This is an optimization exercise on Yosys and OpenROAD, whose aim is a short achievable clock period and few clock cycles, not a production implementation. In this exercise RTL edits were held to simulation tests only and were not proved equivalent to the original. No activity file was given, so power comes from the tool's default toggle rates.

==> inputs of sierra <==
// core_top
module core_top
(
  input  logic            clk,
  input  logic            rst,
  input  logic            ibus_ack,
  input  logic [ilen-1:0] ibus_dat_rd,
  output logic            ibus_cyc,
  output logic            ibus_stb,
  output logic            ibus_we,
  output logic [xlen-1:0] ibus_adr,
  output logic            retire_valid,
  output logic [xlen-1:0] retire_pc,
  output logic [4:0]      retire_rd,
  output logic            retire_we,
  output logic [xlen-1:0] retire_data,
  output logic            halted,
  output logic            illegal
);
  logic            cyc_q;        
  logic [63:0]     adr_q;
  logic [63:0]     adr_o_q;      
  logic            fe_halt_q;    
  logic            d_valid;
  logic [63:0]     d_pc;
  logic [31:0]     d_w;
  logic [31:0]     d_rs1_oh;
  logic [11:0]     d_evlo;       
  logic            d_addi, d_lui, d_auipc, d_jal, d_jalr, d_wr, d_early, d_ebreak;
  logic            d_redo;       
  logic [31:0]     d_wsel;
  logic            x_valid;
  logic [63:0]     x_pc;
  logic [31:0]     x_w;
  logic [63:0]     x_rs1v;
  logic [63:0]     x_ev;
  logic            x_addi, x_wr, x_ebreak, x_redo_r;
  logic [31:0]     x_wsel;
  logic            r_wb;
  logic [31:0]     r_wsel;
  logic [4:0]      r_rd;
  logic [63:0]     r_res;
  logic            r_halt, r_ill;
  logic [63:0]     regs [32];
  logic [31:0]     rvalid;
  assign ibus_cyc = cyc_q;
  assign ibus_stb = cyc_q;
  assign ibus_we  = 1'b0;
  assign ibus_adr = adr_o_q;
  logic [4:0]  x_rd;
  logic [63:0] x_sum, x_res;
  logic        x_sum_co;
  assign x_rd = x_w[11:7];
  ks_add #(.W(64)) u_sum (
    .a (x_rs1v),
    .b ({{52{x_w[31]}}, x_w[31:20]}),
    .ci(1'b0),
    .s (x_sum),
    .co(x_sum_co)
  );
  assign x_res = x_addi ? x_sum : x_ev;
  logic [4:0] d_rd, d_rs1;
  assign d_rd  = d_w[11:7];
  assign d_rs1 = d_w[19:15];
  logic [63:0] d_uimm, d_ev, d_p4;
  logic [51:0] d_auipc_hi;
  logic        d_auipc_co, d_p4_co;
  assign d_uimm = {{32{d_w[31]}}, d_w[31:12], 12'b0};
  ...
Settings: LEC_CHECK=0, CAP_MARGIN=20, CORE_MARGIN=2, CORE_UTILIZATION=45, CTS_CLUSTER_DIAMETER=100, CTS_CLUSTER_SIZE=20, SLEW_MARGIN=20; clock period 12.0 ns.
standard.sh (not shown) runs the stock make flow with config.mk's settings and CLKGATE_MAP_FILE= SYNTH_SCRIPT=/design/flow/synth_recipe.tcl, a recipe that flattens the netlist after the stock synthesis.
==> flow/flow/run.sh <==
#!/bin/bash
# Standard ORFS layout, with two changes in how it is made:
#  - synthesis keeps the in-to-register logic cone (fe_lo) as a
#    module of its own while ABC maps it, so it gets its own shortest
#    depth, and maps adders to plain gates (no full-adder cells); the design
#    is flattened before the layout as in the standard synthesis, and the
#    registers are the same;
#  - timing repair aims for extra setup slack, since the design's clock is
#    far slower than the design and the standard repair would do nothing.
set -euo pipefail
MARGIN=${MARGIN:-8.5}
bash standard.sh ADDER_MAP_FILE= "SYNTH_KEEP_MODULES=fe_lo" synth > synth.log 2>&1
bash standard.sh SETUP_SLACK_MARGIN=$MARGIN finish > layout.log 2>&1
==> lagoon (differences from sierra) <==
--- a/flow/design.v
+++ b/flow/design.v
@@ -314,14 +314,12 @@
       r_wb <= x_valid & x_wr & (x_rd != 5'd0);
     end
   end
   always_ff @(posedge clk) begin
     r_wsel <= x_wsel & {32{x_valid}};
-    if (x_valid & x_wr) begin
-      r_rd  <= x_rd;
-      r_res <= x_res;
-    end
+    r_rd   <= x_rd;
+    r_res  <= x_res;
   end
   always_ff @(posedge clk) begin
     if (rst) begin
       rvalid <= '0;
     end else begin
CTS_CLUSTER_DIAMETER = unset   (was 100)
CTS_CLUSTER_SIZE = unset   (was 20)
==> xenon (differences from sierra) <==
--- a/flow/design.v
+++ b/flow/design.v
@@ -23,15 +23,16 @@
   } fetch_state_e;
 endpackage
 module fe_lo
 (
   input  logic [11:0] adr,
-  input  logic [11:0] p4,
+  input  logic [63:0] adr_hi_in,
+  input  logic [63:0] p4,
   input  logic [11:0] evlo,
   input  logic [31:0] w,
   input  logic        jalr_fast,
-  output logic [11:0] nx,
+  output logic [63:0] nx,
   output logic        redo
 );
   logic [11:0] jl, rl;
   logic        jl_co, rl_co, jal_redo, jalr_redo;
   ks_add #(.W(12)) u_jl (
@@ -51,11 +52,11 @@
   assign jal_redo  = (jl_co ^ w[20])
                    | ~(({w[31], w[19:12], w[20]} == 10'h3ff) | ({w[31], w[19:12], w[20]} == 10'h000));
   assign jalr_redo = ~jalr_fast | (rl_co ^ w[31]);
   assign redo      = w[3] ? jal_redo : jalr_redo;
   always_comb begin
-    if (w[6]) nx = w[3] ? jl : {rl[11:1], 1'b0};
+    if (w[6]) nx = {adr_hi_in[63:12], w[3] ? jl : {rl[11:1], 1'b0}};
     else      nx = p4;
   end
 endmodule
 module ks_add #(parameter int W = 64)
 (
@@ -111,10 +112,13 @@
 );
   logic            cyc_q;        
   logic [63:0]     adr_q;
   logic [63:0]     adr_o_q;      
   logic            fe_halt_q;    
+  logic            fe_wait_q;    
+  logic            redir_q;      
+  logic [63:0]     tgt_q;
   logic            d_valid;
   logic [63:0]     d_pc;
   logic [31:0]     d_w;
   logic [31:0]     d_rs1_oh;
   logic [11:0]     d_evlo;       
@@ -124,11 +128,11 @@
   logic            x_valid;
   logic [63:0]     x_pc;
   logic [31:0]     x_w;
   logic [63:0]     x_rs1v;
   logic [63:0]     x_ev;
-  logic            x_addi, x_wr, x_ebreak, x_redo_r;
+  logic            x_addi, x_wr, x_ebreak, x_jal, x_redo;
   logic [31:0]     x_wsel;
   logic            r_wb;
   logic [31:0]     r_wsel;
   logic [4:0]      r_rd;
   logic [63:0]     r_res;
@@ -149,10 +153,19 @@
     .ci(1'b0),
     .s (x_sum),
     .co(x_sum_co)
   );
   assign x_res = x_addi ? x_sum : x_ev;
+  logic [63:0] x_jt;
+  logic        x_jt_co;
+  ks_add #(.W(64)) u_jt (
+    .a (x_pc),
+    .b ({{44{x_w[31]}}, x_w[19:12], x_w[20], x_w[30:21], 1'b0}),
+    .ci(1'b0),
+    .s (x_jt),
+    .co(x_jt_co)
+  );
   logic [4:0] d_rd, d_rs1;
   assign d_rd  = d_w[11:7];
   assign d_rs1 = d_w[19:15];
   logic [63:0] d_uimm, d_ev, d_p4;
   logic [51:0] d_auipc_hi;
@@ -176,19 +189,10 @@
   always_comb begin
     if (d_lui)        d_ev = d_uimm;
     else if (d_auipc) d_ev = {d_auipc_hi, d_pc[11:0]};
     else              d_ev = d_p4;
   end
-  logic [63:0] d_jt;
-  logic        d_jt_co;
-  ks_add #(.W(64)) u_jt (
-    .a (d_pc),
-    .b ({{44{d_w[31]}}, d_w[19:12], d_w[20], d_w[30:21], 1'b0}),
-    .ci(1'b0),
-    .s (d_jt),
-    .co(d_jt_co)
-  );
   logic [63:0] rmux, d_rs1v;
   logic        hx, hr;
   always_comb begin
     rmux = '0;
     for (int i = 1; i < 32; i++) begin
@@ -196,16 +200,15 @@
     end
   end
   assign hx     = x_valid && x_wr && (x_rd != 5'd0) && (d_rs1 == x_rd);
   assign hr     = r_wb && (d_rs1 == r_rd);
   assign d_rs1v = hx ? x_res : (hr ? r_res : rmux);
-  logic redir_x, redir_d, stop_d, wait_d, kill;
-  assign redir_x = x_valid & x_redo_r;
-  assign redir_d = d_valid & d_jal & d_redo;
-  assign stop_d  = d_valid & ~d_wr;
-  assign wait_d  = d_valid & d_jalr & d_redo;
-  assign kill    = redir_x | redir_d | stop_d | wait_d | fe_halt_q;
+  logic stop_d, wait_d, kill, hi_mis;
+  assign hi_mis = (x_ev[63:12] != d_pc[63:12]);
+  assign stop_d = d_valid & ~d_wr;
+  assign wait_d = d_valid & ((d_jal & d_redo) | (d_jalr & (d_redo | hi_mis)));
+  assign kill   = stop_d | wait_d | fe_wait_q | fe_halt_q;
   logic        ack;
   logic [31:0] w;
   assign ack = ibus_ack;
   assign w   = ibus_dat_rd;
   logic [4:0] rs1;
@@ -218,11 +221,11 @@
   assign is_jalr  = (w[6:0] == 7'b1100111) && (w[14:12] == 3'b000);
   assign is_wr    = is_addi | is_lui | is_auipc | is_jal | is_jalr;
   logic        jalr_fast, redo;
   logic [63:0] adr_p4, adr_nx;
   logic        adr_p4_co;
-  logic [11:0] nx_lo;
+  logic [63:0] nx;
   assign jalr_fast = d_valid && d_early && (d_rd != 5'd0) && (rs1 == d_rd);
   ks_add #(.W(62)) u_adr_p4 (
     .a (adr_q[63:2]),
     .b (62'd0),
     .ci(1'b1),
@@ -230,50 +233,56 @@
     .co(adr_p4_co)
   );
   assign adr_p4[1:0] = adr_q[1:0];
   fe_lo u_fe_lo (
     .adr      (adr_q[11:0]),
-    .p4       (adr_p4[11:0]),
+    .adr_hi_in(adr_q),
+    .p4       (adr_p4),
     .evlo     (d_evlo),
     .w        (w),
     .jalr_fast(jalr_fast),
-    .nx       (nx_lo),
+    .nx       (nx),
     .redo     (redo)
   );
-  assign adr_nx = {w[6] ? (w[3] ? adr_q[63:12] : d_ev[63:12]) : adr_p4[63:12], nx_lo};
-  logic [63:0] adr_next;
-  always_comb begin
-    if (redir_x)      adr_next = {x_sum[63:1], 1'b0};
-    else if (redir_d) adr_next = d_jt;
-    else              adr_next = adr_nx;
-  end
+  assign adr_nx = nx;
   always_ff @(posedge clk) begin
     if (rst) begin
       adr_q <= reset_pc;
-    end else if (redir_x | redir_d | ack) begin
-      adr_q <= adr_next;
+    end else if (redir_q) begin
+      adr_q <= tgt_q;
+    end else if (ack) begin
+      adr_q <= adr_nx;
     end
   end
   always_ff @(posedge clk) begin
     if (rst | fe_halt_q) begin
       adr_o_q <= reset_pc;
-    end else if (redir_x | redir_d | ack) begin
-      adr_o_q <= adr_next;
+    end else if (redir_q) begin
+      adr_o_q <= tgt_q;
+    end else if (ack) begin
+      adr_o_q <= adr_nx;
     end
   end
   always_ff @(posedge clk) begin
     if (rst) begin
       cyc_q     <= 1'b0;
       fe_halt_q <= 1'b0;
+      fe_wait_q <= 1'b0;
+      redir_q   <= 1'b0;
       d_valid   <= 1'b0;
     end else begin
-      cyc_q     <= ~fe_halt_q & ~stop_d & ~wait_d & (~redir_d | ibus_ack);
+      cyc_q     <= ~fe_halt_q & ~stop_d & ~wait_d & (~fe_wait_q | redir_q);
       fe_halt_q <= fe_halt_q | stop_d;
+      fe_wait_q <= (fe_wait_q | wait_d) & ~redir_q;
+      redir_q   <= x_valid & x_redo;
       d_valid   <= ack & ~kill;
     end
   end
   always_ff @(posedge clk) begin
+    tgt_q <= x_jal ? x_jt : {x_sum[63:1], 1'b0};
+  end
+  always_ff @(posedge clk) begin
     d_pc     <= adr_q;
     d_w      <= w;
     d_evlo   <= is_lui ? 12'd0 : (is_auipc ? adr_q[11:0] : adr_p4[11:0]);
     d_addi   <= is_addi;
     d_lui    <= is_lui;
@@ -302,11 +311,12 @@
     x_rs1v   <= d_rs1v;
     x_ev     <= d_ev;
     x_addi   <= d_addi;
     x_wr     <= d_wr;
     x_ebreak <= d_ebreak;
-    x_redo_r <= d_jalr & d_redo;
+    x_jal    <= d_jal;
+    x_redo   <= (d_jal & d_redo) | (d_jalr & (d_redo | hi_mis));
     x_wsel   <= d_wsel;
   end
   always_ff @(posedge clk) begin
     if (rst) begin
       r_wb <= 1'b0;
CORE_UTILIZATION = 50   (was 45)
==> run_results.csv <==
group,metric,value,unit
floorplanning,start_util,0.452,
detailed_routing,vias,79700,
synth,synthMuxAreaShare,0.0137,
synth,synth_nets,8157,
finish,multi_input_area,0.0342,mm2
detailed_routing,met2_length,189000,um
cts,cts_setup_buffers,169,
finish,multi_input_cells,4681,
detailed_routing,drt-met1-wl,174000,um
run_status,status,"no timing/DRC/antenna violations",
# the run above: sierra

==> run_results.csv <==
group,metric,value,unit
synth,synth_nets,8122,
cts,cts_setup_buffers,89,
cts,cts_root_buf,"clkbuf_16",
floorplanning,core,0.222,mm2
detailed_routing,drc_errors,0,
detailed_routing,drt-met1-wl,161000,um
place,post-place-ws,6.43,ns
floorplanning,start_util,0.503,
synth,synthMuxAreaShare,0.0188,
finish,n_clock_buffer,205,
detailed_routing,drt-pass1-iter-count,8,
finish,multi_input_cells,4561,
synth,synth_most_common_cell,"edfxtp_1",
run_status,status,"no timing/DRC/antenna violations",
pwr,p_comb,0.542,mW
grt,grt_max_degree,103,
detailed_routing,met2_length,189000,um
detailed_routing,vias,77000,
# the run above: xenon

==> run_results.csv <==
group,metric,value,unit
run_status,status,"no timing/DRC/antenna violations",
floorplanning,die_h,492,um
cts,cts_setup_buffers,216,
finish,multi_input_area,0.0335,mm2
detailed_routing,vias,80200,
floorplanning,start_util,0.452,
synth,synthMuxAreaShare,0.0139,
synth,synth_nets,7932,
detailed_routing,drt-met1-wl,172000,um
synth,synth_enable_flop_cells,1984,
floorplanning,core.rowCount,179,
detailed_routing,met2_length,202000,um
worst_setup_path,reg2reg_from,"rvalid[8]",
# the run above: lagoon

Testbench counts of sierra, summed over its fixed seeds: cycles 22,870.
Testbench counts of lagoon, summed over its fixed seeds: cycles 22,870.
Testbench counts of xenon, summed over its fixed seeds: cycles 22,870.

[afterwards: timing with drivers on the ports]
The flow's constraints put no driver on any port. The routed layouts listed below were extracted and timed again, unchanged, in two steps.
Step 1 sets driving cells, clkbuf_16 on the clock port and buf_2 on the other inputs (assumed; they add their load-dependent delay and slew).
Step 2 also shifts input and output timing later by t, the mid clock arrival at the registers, as if the neighbouring blocks saw the same clock.
Slacks: ideal ports / drivers / drivers and shift; pairs: ideal ports / drivers.
| run | t (ns) | setup WS [ns] | slew at the worst register clock pin (ns) | worst data-port slew with drivers (ns) |
|---|---|---|---|---|
| sierra | 0.941 | 8.198 / 8.104 / 7.465 | 0.10 / 0.10 | 0.13 |
| lagoon | 1.014 | 7.957 / 7.861 / 7.385 | 0.07 / 0.07 | 0.12 |
| xenon | 0.950 | 8.132 / 8.044 / 7.480 | 0.10 / 0.10 | 0.34 |
After both steps setup and hold are still met in every run listed. For sierra, which loses most, drivers alone change the setup slack by -0.094 ns; drivers and shift together by -0.733 ns.
